This design comes from an exercise in tuning for a short achievable clock period and few clock cycles on the open sky130 flow, not from production work. In this exercise RTL edits were held to simulation tests only and were not proved equivalent to the original. Power and IR drop assume default switching activity.

<file path="design/flow/run.sh">
#!/bin/bash
# synth_recipe.tcl (not shown) runs the flow's synth.tcl, then flattens the netlist and writes it again
# the make line also repeats each setting of config.mk as NAME=value (left out here)
make -C /OpenROAD-flow-scripts/flow DESIGN_CONFIG=/design/flow/config.mk WORK_HOME=/design/flow/orfs CLKGATE_MAP_FILE= SYNTH_SCRIPT=/design/flow/synth_recipe.tcl finish
</file>
<file path="design/flow/config.mk">
export PLATFORM = sky130hd
export DESIGN_NAME = rv_core
export DESIGN_NICKNAME = rv_core
export VERILOG_FILES = /design/flow/design.v
export SDC_FILE = /design/flow/constraint.sdc
export NUM_CORES = 4
export LEC_CHECK = 0
export ABC_CLOCK_PERIOD_IN_PS = 2500
export CAP_MARGIN = 20
export CORE_MARGIN = 2
export CORE_UTILIZATION = 40
export SETUP_SLACK_MARGIN = 5
export SLEW_MARGIN = 20
</file>
<file path="design/flow/constraint.sdc">
create_clock -name core_clock -period 8.0 [get_ports {CLK}]
set_input_delay 1.6000 -clock core_clock [delete_from_list [all_inputs] [get_ports {CLK}]]
set_output_delay 1.6000 -clock core_clock [all_outputs]
set_load 0.01 [all_outputs]
</file>
<file path="design/flow/design.v">
package core_pkg;
  typedef logic [31:0] word_t;
  typedef logic [4:0] reg_addr_t;
  typedef logic [31:0] imm_t;
  typedef enum logic [3:0] {
    ALU_ADD,
    ALU_SUB,
    ALU_AND,
    ALU_OR,
    ALU_XOR,
    ALU_SLT,
    ALU_SLTU,
    ALU_SLL,
    ALU_SRL,
    ALU_SRA,
    ALU_PASS_B
  } alu_op_t;
  typedef enum logic [2:0] {
    BR_NONE,
    BR_BEQ,
    BR_BNE,
    BR_BLT,
    BR_BGE,
    BR_JAL
  } branch_op_t;
  typedef enum logic {
    FWD_NONE,
    FWD_WB
  } fwd_sel_t;
endpackage
module rv_core (
  input  logic               CLK,
  input  logic               RST,
  output core_pkg::word_t     fetch_addr_o,
  input  core_pkg::word_t     fetch_insn_i,
  output logic               retire_valid_o,
  output core_pkg::word_t     retire_pc_o,
  output core_pkg::reg_addr_t retire_rd_addr_o,
  output core_pkg::word_t     retire_rd_wdata_o
);
  localparam int NB = 8;    
  localparam logic [6:0] OPC_OP     = 7'b0110011;
  localparam logic [6:0] OPC_OP_IMM = 7'b0010011;
  localparam logic [6:0] OPC_LUI    = 7'b0110111;
  localparam logic [6:0] OPC_BRANCH = 7'b1100011;
  localparam logic [6:0] OPC_JAL    = 7'b1101111;
  logic [31:0] pc_f;
  logic [NB-1:0] bt_v;
  logic [29:0]   bt_tag [NB];
  logic [29:0]   bt_tgt [NB];
  logic [1:0]    bt_ctr [NB];
  logic [2:0]    bt_rr;
  logic          m_valid;
  logic [31:0]   m_pc;
  logic          m_pred;
  logic          m_hit;
  logic [NB-1:0] m_match;
  logic          d_valid;
  logic [31:0]   d_pc;
  logic [31:0]   d_ir;
  logic          d_pred;
  logic          d_hit;
  logic [NB-1:0] d_match;
  logic [31:0]   d_sel1;
  logic [31:0]   d_sel2;
  logic          x_valid;
  logic [31:0]   x_pc;
  logic [4:0]    x_rd;
  logic [31:0]   x_a;
  logic [31:0]   x_b;
  logic          x_fa;
  logic          x_fb;
  logic          x_sub;
  logic          x_sra;
  logic          x_s_add, x_s_sll, x_s_slt, x_s_sltu, x_s_xor, x_s_shr, x_s_or, x_s_and, x_s_b;
  logic          x_beq, x_bne, x_blt, x_bge, x_jal, x_cbr;
  logic          x_pred;
  logic          x_hit;
  logic [NB-1:0] x_match;
  logic [31:0]   x_alt;
  logic [31:0]   x_tgt;
  logic          w_valid;
  logic [31:0]   w_pc;
  logic [4:0]    w_rd;
  logic [31:0]   w_res;
  logic [31:0]   w_data;
  logic [31:0]   rf [32];
  logic [31:0]   rf_ok;
  logic [NB-1:0] f_match;
  logic          f_hit;
  logic [1:0]    f_ctr;
  logic [29:0]   f_tgt;
  logic          f_pred;
  always_comb begin
    f_ctr = '0;
    f_tgt = '0;
    for (int k = 0; k < NB; k++) begin
      f_match[k] = bt_v[k] && (bt_tag[k] == pc_f[31:2]);
      f_ctr = f_ctr | ({2{f_match[k]}} & bt_ctr[k]);
      f_tgt = f_tgt | ({30{f_match[k]}} & bt_tgt[k]);
    end
  end
  assign f_hit  = |f_match;
  assign f_pred = f_hit && f_ctr[1];
  logic        d_redir;
  logic [31:0] d_tgt;
  logic        x_misp;
  logic [31:0] pc_seq;
  assign pc_seq = f_pred ? {f_tgt, 2'b00} : pc_f + 32'd4;
  always_ff @(posedge CLK) begin
    if (RST)          pc_f <= 32'h0000_0000;
    else if (x_misp)  pc_f <= x_alt;
    else if (d_redir) pc_f <= d_tgt;
    else              pc_f <= pc_seq;
  end
  assign fetch_addr_o = pc_f;
  always_ff @(posedge CLK) begin
    if (RST) m_valid <= 1'b0;
    else     m_valid <= !x_misp && !d_redir;
    m_pc    <= pc_f;
    m_pred  <= f_pred;
    m_hit   <= f_hit;
    m_match <= f_match;
  end
  always_ff @(posedge CLK) begin
    if (RST) d_valid <= 1'b0;
    else     d_valid <= m_valid && !x_misp && !d_redir;
    d_pc    <= m_pc;
    d_ir    <= fetch_insn_i;
    d_pred  <= m_pred;
    d_hit   <= m_hit;
    d_match <= m_match;
    for (int i = 0; i < 32; i++) begin
      d_sel1[i] <= fetch_insn_i[19:15] == 5'(i);
      d_sel2[i] <= fetch_insn_i[24:20] == 5'(i);
    end
  end
  logic [6:0]  d_opc;
  logic [2:0]  d_f3;
  logic [4:0]  d_rs1, d_rs2, d_rdf;
  logic        d_op, d_opi, d_lui, d_br, d_jal, d_cbr, d_wr;
  logic [31:0] d_imm_i, d_imm_u, d_imm_b, d_imm_j;
  logic [31:0] d_pc4;
  logic [31:0] d_r1, d_r2;
  logic [31:0] d_v1, d_v2;
  logic [31:0] d_b;
  logic        d_use_r2;
  logic        w_we;
  assign d_opc = d_ir[6:0];
  assign d_f3  = d_ir[14:12];
  assign d_rs1 = d_ir[19:15];
  assign d_rs2 = d_ir[24:20];
  assign d_rdf = d_ir[11:7];
  assign d_op  = d_opc == OPC_OP;
  assign d_opi = d_opc == OPC_OP_IMM;
  assign d_lui = d_opc == OPC_LUI;
  assign d_br  = d_opc == OPC_BRANCH;
  assign d_jal = d_opc == OPC_JAL;
  assign d_cbr = d_br && !d_f3[1];
  assign d_wr  = (d_op || d_opi || d_lui || d_jal) && (d_rdf != 5'd0);
  assign d_imm_i = {{20{d_ir[31]}}, d_ir[31:20]};
  assign d_imm_u = {d_ir[31:12], 12'b0};
  assign d_imm_b = {{19{d_ir[31]}}, d_ir[31], d_ir[7], d_ir[30:25], d_ir[11:8], 1'b0};
  assign d_imm_j = {{11{d_ir[31]}}, d_ir[31], d_ir[19:12], d_ir[20], d_ir[30:21], 1'b0};
  assign d_pc4 = d_pc + 32'd4;
  assign d_tgt = d_pc + (d_jal ? d_imm_j : d_imm_b);
  assign d_redir = d_valid && !d_hit && (d_jal || (d_cbr && d_ir[31]));
  always_comb begin
    d_r1 = '0;
    d_r2 = '0;
    for (int i = 1; i < 32; i++) begin
      d_r1 = d_r1 | ({32{d_sel1[i] && rf_ok[i]}} & rf[i]);
      d_r2 = d_r2 | ({32{d_sel2[i] && rf_ok[i]}} & rf[i]);
    end
  end
  assign w_we = w_valid && (w_rd != 5'd0);
  assign d_v1 = (w_we && w_rd == d_rs1) ? w_data : d_r1;
  assign d_v2 = (w_we && w_rd == d_rs2) ? w_data : d_r2;
  assign d_use_r2 = d_op || d_br;
  always_comb begin
    if (d_opi)      d_b = d_imm_i;
    else if (d_lui) d_b = d_imm_u;
    else if (d_jal) d_b = d_pc4;
    else            d_b = d_v2;
  end
  logic d_pred_x;
  assign d_pred_x = d_pred || d_redir;
  always_ff @(posedge CLK) begin
    if (RST) x_valid <= 1'b0;
    else     x_valid <= d_valid && !x_misp;
    x_pc    <= d_pc;
    x_rd    <= d_wr ? d_rdf : 5'd0;
    x_a     <= d_v1;
    x_b     <= d_b;
    x_fa    <= x_valid && (x_rd != 5'd0) && (x_rd == d_rs1);
    x_fb    <= x_valid && (x_rd != 5'd0) && (x_rd == d_rs2) && d_use_r2;
    x_sub   <= d_op && d_f3 == 3'd0 && d_ir[30];
    x_sra   <= d_ir[30];
    x_s_add <= d_f3 == 3'd0 && (d_op || d_opi);
    x_s_sll <= d_f3 == 3'd1 && (d_op || d_opi);
    x_s_slt <= d_f3 == 3'd2 && (d_op || d_opi);
    x_s_sltu<= d_f3 == 3'd3 && (d_op || d_opi);
    x_s_xor <= d_f3 == 3'd4 && (d_op || d_opi);
    x_s_shr <= d_f3 == 3'd5 && (d_op || d_opi);
    x_s_or  <= d_f3 == 3'd6 && (d_op || d_opi);
    x_s_and <= d_f3 == 3'd7 && (d_op || d_opi);
    x_s_b   <= d_lui || d_jal;
    x_beq   <= d_br && d_f3 == 3'd0;
    x_bne   <= d_br && d_f3 == 3'd1;
    x_blt   <= d_br && d_f3 == 3'd4;
    x_bge   <= d_br && d_f3 == 3'd5;
    x_jal   <= d_jal;
    x_cbr   <= d_cbr;
    x_pred  <= d_pred_x;
    x_hit   <= d_hit;
    x_match <= d_match;
    x_alt   <= d_pred_x ? d_pc4 : d_tgt;
    x_tgt   <= d_tgt;
  end
  logic [31:0] a, b;
  logic [31:0] sum;
  logic [32:0] diff;
  logic        lt, ltu, eq, lt_alu;
  logic [31:0] sl, sr;
  logic [31:0] res;
  logic        taken;
  assign a = x_fa ? w_res : x_a;
  assign b = x_fb ? w_res : x_b;
  assign sum  = a + (x_sub ? ~b : b) + {31'b0, x_sub};
  assign diff = {1'b0, a} - {1'b0, b};
  assign ltu  = diff[32];
  logic eq_ab, eq_wb, eq_aw, lt_ab, lt_wb, lt_aw;
  assign eq_ab = x_a == x_b;
  assign eq_wb = w_res == x_b;
  assign eq_aw = x_a == w_res;
  assign lt_ab = $signed(x_a) < $signed(x_b);
  assign lt_wb = $signed(w_res) < $signed(x_b);
  assign lt_aw = $signed(x_a) < $signed(w_res);
  always_comb begin
    case ({x_fa, x_fb})
      2'b00:   begin eq = eq_ab; lt = lt_ab; end
      2'b10:   begin eq = eq_wb; lt = lt_wb; end
      2'b01:   begin eq = eq_aw; lt = lt_aw; end
      default: begin eq = 1'b1;  lt = 1'b0;  end
    endcase
  end
  assign lt_alu = (a[31] ^ b[31]) ? a[31] : diff[31];
  assign sl   = a << b[4:0];
  assign sr   = 32'($signed({x_sra & a[31], a}) >>> b[4:0]);
  assign res = ({32{x_s_add}}  & sum)
             | ({32{x_s_sll}}  & sl)
             | ({32{x_s_slt}}  & {31'b0, lt_alu})
             | ({32{x_s_sltu}} & {31'b0, ltu})
             | ({32{x_s_xor}}  & (a ^ b))
             | ({32{x_s_shr}}  & sr)
             | ({32{x_s_or}}   & (a | b))
             | ({32{x_s_and}}  & (a & b))
             | ({32{x_s_b}}    & b);
  assign taken = x_jal || (x_beq && eq) || (x_bne && !eq) || (x_blt && lt) || (x_bge && !lt);
  assign x_misp = x_valid && (taken != x_pred);
  always_ff @(posedge CLK) begin
    if (RST) begin
      w_valid <= 1'b0;
      w_rd    <= 5'd0;
    end else begin
      w_valid <= x_valid;
      w_rd    <= x_valid ? x_rd : 5'd0;
    end
    w_pc   <= x_pc;
    w_res  <= res;
    w_data <= (x_valid && x_rd != 5'd0) ? res : 32'd0;
  end
  logic          u_valid;
  logic          u_taken;
  logic          u_hit;
  logic [NB-1:0] u_match;
  logic [29:0]   u_pc;
  logic [29:0]   u_tgt;
  logic          u_jal;
  always_ff @(posedge CLK) begin
    if (RST) u_valid <= 1'b0;
    else     u_valid <= x_valid && (x_cbr || x_jal);
    u_taken <= taken;
    u_hit   <= x_hit;
    u_match <= x_match;
    u_pc    <= x_pc[31:2];
    u_tgt   <= x_tgt[31:2];
    u_jal   <= x_jal;
  end
  always_ff @(posedge CLK) begin
    if (RST) begin
      bt_v  <= '0;
      bt_rr <= '0;
    end else if (u_valid) begin
      if (u_hit) begin
        for (int k = 0; k < NB; k++) begin
          if (u_match[k]) begin
            if (u_taken && bt_ctr[k] != 2'd3)       bt_ctr[k] <= bt_ctr[k] + 2'd1;
            else if (!u_taken && bt_ctr[k] != 2'd0) bt_ctr[k] <= bt_ctr[k] - 2'd1;
          end
        end
      end else if (u_taken) begin
        bt_v[bt_rr]   <= 1'b1;
        bt_tag[bt_rr] <= u_pc;
        bt_tgt[bt_rr] <= u_tgt;
        bt_ctr[bt_rr] <= 2'd3;
        bt_rr         <= bt_rr + 3'd1;
      end
    end
  end
  always_ff @(posedge CLK) begin
    for (int i = 1; i < 32; i++) begin
      if (w_we && w_rd == 5'(i)) rf[i] <= w_data;
    end
  end
  always_ff @(posedge CLK) begin
    if (RST) begin
      rf_ok <= '0;
    end else begin
      for (int i = 1; i < 32; i++) begin
        if (w_we && w_rd == 5'(i)) rf_ok[i] <= 1'b1;
      end
    end
  end
  assign retire_valid_o    = w_valid;
  assign retire_pc_o       = w_pc;
  assign retire_rd_addr_o  = w_rd;
  assign retire_rd_wdata_o = w_data;
endmodule
</file>
==> summary.md <==
| Metric | Value |
|---|---|
| Outcome | `complete, no violations` |
| Vias in the first global route | `between 70000 and 80000` |
| First-pass GRT wire length | `582000 µm` |
| Cell Area, Placed | `a little under 100000 µm²` |
| Clock-pin slew on the worst setup and hold paths | `about 0.07 ns` |
| RSZ-0062 raised after global routing | `true` |
| Most frequent cells in the layout | `edfxtp_1 (1472), buf_4 (516), dfxtp_1 (450)` |
| Fillers | `18900` |
| Detailed Routing Iterations Pass 1 | `14` |
| WP data arrival | `about 4.8 ns` |
| Fin. max-slew vios | `0` |
| Nets | `8109` |
| P_int | `17.7 mW` |
| Die X | `~480 µm` |
| Largest net degree at the start of global routing | `61` |
| Routability cong. | `a little under 1` |
| GR Overflow Total | `0` |
| Hold_sp | `x_pc[5]` |
| TNS Setup | `0 ns` |
| Share of cells above drive strength 1 | `0.259` |
| Synth Cell Area | `roughly 90000 µm²` |
| Die Footprint | `around 230000 µm²` |
| Final HPWL DP | `about 240000 µm` |
| Post-synth EDFFs | `between 1000 and 1500` |
| Area grow syn2layout | `26.8%` |
| Pre-CTS WS | `about 3.3 ns` |
| Worst-Margin Slew | `about 1.2 ns` |
| Seq pwr share | `0.512` |
| Setup slack after layout | `roughly 4.1 ns` |
| Fin. Hold Viols | `0` |
| Comb pwr share | `0.038` |
| Design area | `~110000 µm²` |
| CTS tree | `yes` |
| Clock sink total | `~2100` |
| Critical Path RT | `8.80 ns` |
| Antenna Nets Post-Route | `0` |
| Sequential cell area fraction in the yosys report | `0.622` |
| Power per cell area | `~200 nW/µm²` |
| Pleak | `38.8 nW` |
| Clock power frac | `0.450` |
| Core area | `roughly 220000 µm²` |
| Async set or reset register ratio after synthesis | `0` |
| Fin Clk Skew | `~0.084 ns` |
| Period minus WS final | `3.95 ns` |
| Reg2Reg Setup Slack | `between 4 and 5 ns` |
| RR Startpoint | `d_ir[4]` |
| FP Rows | `about 170` |
| I/O pins | `between 100 and 150` |
| Total track usage | `0.363` |
| Skew-Pair Late Insertion Delay | `slightly above 0.9 ns` |
| Commonest non-fill, non-tap cell in the layout | `edfxtp_1` |
| Netlist cell types | `between 80 and 90` |
| CTS root buffer | `clkbuf_16` |
| Initial drt markers | `15900` |
| Max IR drop VDD | `roughly 0.00022 V` |
| DR WL/cell | `about 39 µm` |
| CP Launch Point | `d_ir[4]` |
| Crit path largest cell delay | `between 0.3 and 0.4 ns` |
| Final setup fails | `0` |
| PortBufs | `between 100 and 150` |
| CTS Buffer Depth | `3` |
| Vias | `between 70000 and 80000` |
| Ys flop type | `edfxtp_1` |
| FMAX | `between 0.2 and 0.3 GHz` |
| Cells along the critical path | `nand3b_1, nor3_4, buf_12, mux2_4, ha_4, fa_2, a211oi_4, o21ai_2, a2111oi_4, o31ai_2, o211ai_1, and4_1, nor3_2, mux2i_1, nand3_1, a311oi_1` |
| Worst Setup Start Kind | `register` |
| WS Path Type | `register to register` |
| Max Cap Viol | `0` |
| Net Sw Frac | `0.225` |
| Peak fanout along the critical path | `4` |
| Wirelength, routed | `~430000 µm` |
| Initial Util | `0.403` |
| Die height | `480 µm` |
| Post-route DRC | `0` |
| Syn Area/Cell | `around 13 µm²` |
| Post-synthesis net count | `7469` |
| Antenna violations before repair | `55` |
| Vias per inst | `approximately 7.0` |
| Syn Inst Count | `7173` |
| Tcrit/Tclk final | `0.494` |
| TritonCTS buffer count | `209` |
| #FFs+latches synth | `between 2000 and 2500` |
| Fin Hold WS | `roughly 0.28 ns` |
| Kind of end point of the critical path | `register` |
| CP max-delay cell | `a2111oi_4` |
| Rel. slew slack | `0.179` |
| Psw | `~5.1 mW` |
| H-tree level count | `4` |
| Crit path max-delay family | `compound AO/OA/AOI/OAI gates` |
| Hold crit path type | `register to register` |
| Ys Warns | `2` |
| WP buf/inv | `1` |
## power by group through the flow
stage / Sequential [mW] / Combinational, mW / Clock [mW]
3_5_place_dp: 12.0 / 0.603 / 0
4_1_cts: 11.7 / 0.813 / 10.3
6_report: 11.7 / 0.872 / 10.3
5_1_grt: 11.7 / 0.899 / 10.7
2_1_floorplan: 11.9 / 0.331 / 0
3_3_place_gp: 12.0 / 0.601 / 0
## sequential cells by signal, summed over array words and instances, names as in the netlist, 32 cells and up
signal / flops
bt_tag: 240
bt_tgt: 240
d_ir: 32
d_pc: 32
m_pc: 32
pc_f: 32
rf: 992
w_data: 32
w_res: 32
x_a: 32
x_b: 32
## Yosys cell counts (68+ instances only)
master	instances	area, µm²
a22o_1	340	2980
edfxtp_1	1472	44200
nand2_1	342	1280
a221oi_1	352	3080
and2_1	111	694
nor3_1	69	345
clkbuf_1	373	1400
xnor2_1	325	2850
mux2i_1	144	1440
a21oi_1	269	1350
inv_1	183	687
ha_1	259	3240
nand3_1	149	746
nand4_1	300	1880
nor2_1	405	1520
a22oi_1	381	2860
o21ai_0	171	856
dfxtp_1	605	12100
o211ai_1	68	510
buf_1	74	278
## cell type report
type	count	area (µm²)	share of cell area
Antenna cell	41	103	0.000893
Clock buffer	277	5770	0.0502
Clock inverter	111	1390	0.0121
Inverter	190	806	0.00701
Multi-Input combinational cell	4427	35900	0.313
Sequential cell	2077	56700	0.494
Tap cell	2992	3740	0.0326
Timing Repair Buffer	906	10400	0.0907
Timing Repair inverter	2	22.5	0.000196
## cells by family (layout without fill, tap and decap cells)
| group | Yosys count | count (layout) | synth area share |
|---|---|---|---|
| adder cells (fa/ha/maj) | 262 | 262 | 0.0364 |
| XOR/XNOR | 391 | 391 | 0.0378 |
| other | 0 | 41 | 0 |
| buffers and inverters | 672 | 1486 | 0.0286 |
| multiplexers | 171 | 171 | 0.0194 |
| AND/OR/NAND/NOR | 1608 | 1611 | 0.0887 |
| AO/OA/AOI/OAI | 1992 | 1992 | 0.168 |
| flip-flops | 2077 | 2077 | 0.622 |
## worst register-to-register path, delay by kind of cell (launching register included)
family	cells	cell delay [ns]
adders and majority gates	2	0.53
buffers and inverters	1	0.16
DFF	1	0.32
and+or+nand+nor	5	0.86
muxes	2	0.51
AOI/OAI and AO/OA	6	1.46
## repair_timing
item | in CTS | in global routing
gates cloned | 55 | 4
hold buffers | 0 | 0
pin swaps | 133 | 116
setup endpoints to repair | 801 | 508
resized for setup | 1554 | 273
buffers inserted | 379 | 98
## final timing paths
check                           endpoint  depth (start not counted)
worst max-delay path            pc_f[31]                         16
worst min-delay path             w_pc[5]                          0
worst max register to register  pc_f[31]                         16
worst min register to register   w_pc[5]                          0
## through the flow
step / utilization / cells / total power, mW
after floorplan: - / 7173 / 12.2
after global placement: 0.429 / 10100 / 12.6
after detailed placement: 0.429 / 10100 / 12.6
after CTS: 0.501 / 10900 / 22.8
after global routing: 0.510 / 11000 / 23.3
final: 0.511 / 11000 / 22.8
## routing by layer
metal / vias to the layer above / global-route usage / wire length, µm
li1: 29600 / - / -
met1: 37700 / 0.436 / 148000
met2: 7658 / 0.514 / 177000
met3: 2291 / 0.171 / 70300
met4: 48 / 0.244 / 38400
met5: - / 0.0145 / 505
Testbench counts, summed over its fixed seeds: cycles 55,367.

afterwards: timing with drivers on the ports:
The flow's constraints put no driver on any port. The routed layout listed below was extracted and timed again, unchanged, in two steps. Step 1 assumes that a clkbuf_16 drives the clock port and a buf_2 every other input. Step 2 times the ports against the registers' clock, not the clock port: input delays grow and output delays shrink by t, the midpoint of the rising clock arrivals with the driver on. Slacks: ideal ports / drivers / drivers and shift; pairs: ideal ports / drivers.
t, ns: 0.977
setup slack, ns: 4.051 / 4.051 / 4.051
clock arrival spread, ns: 0.098 / 0.098
After both steps setup and hold are still met in this run. The setup slack of this run moves by 0.000 ns with the drivers and by 0.000 ns with both steps.
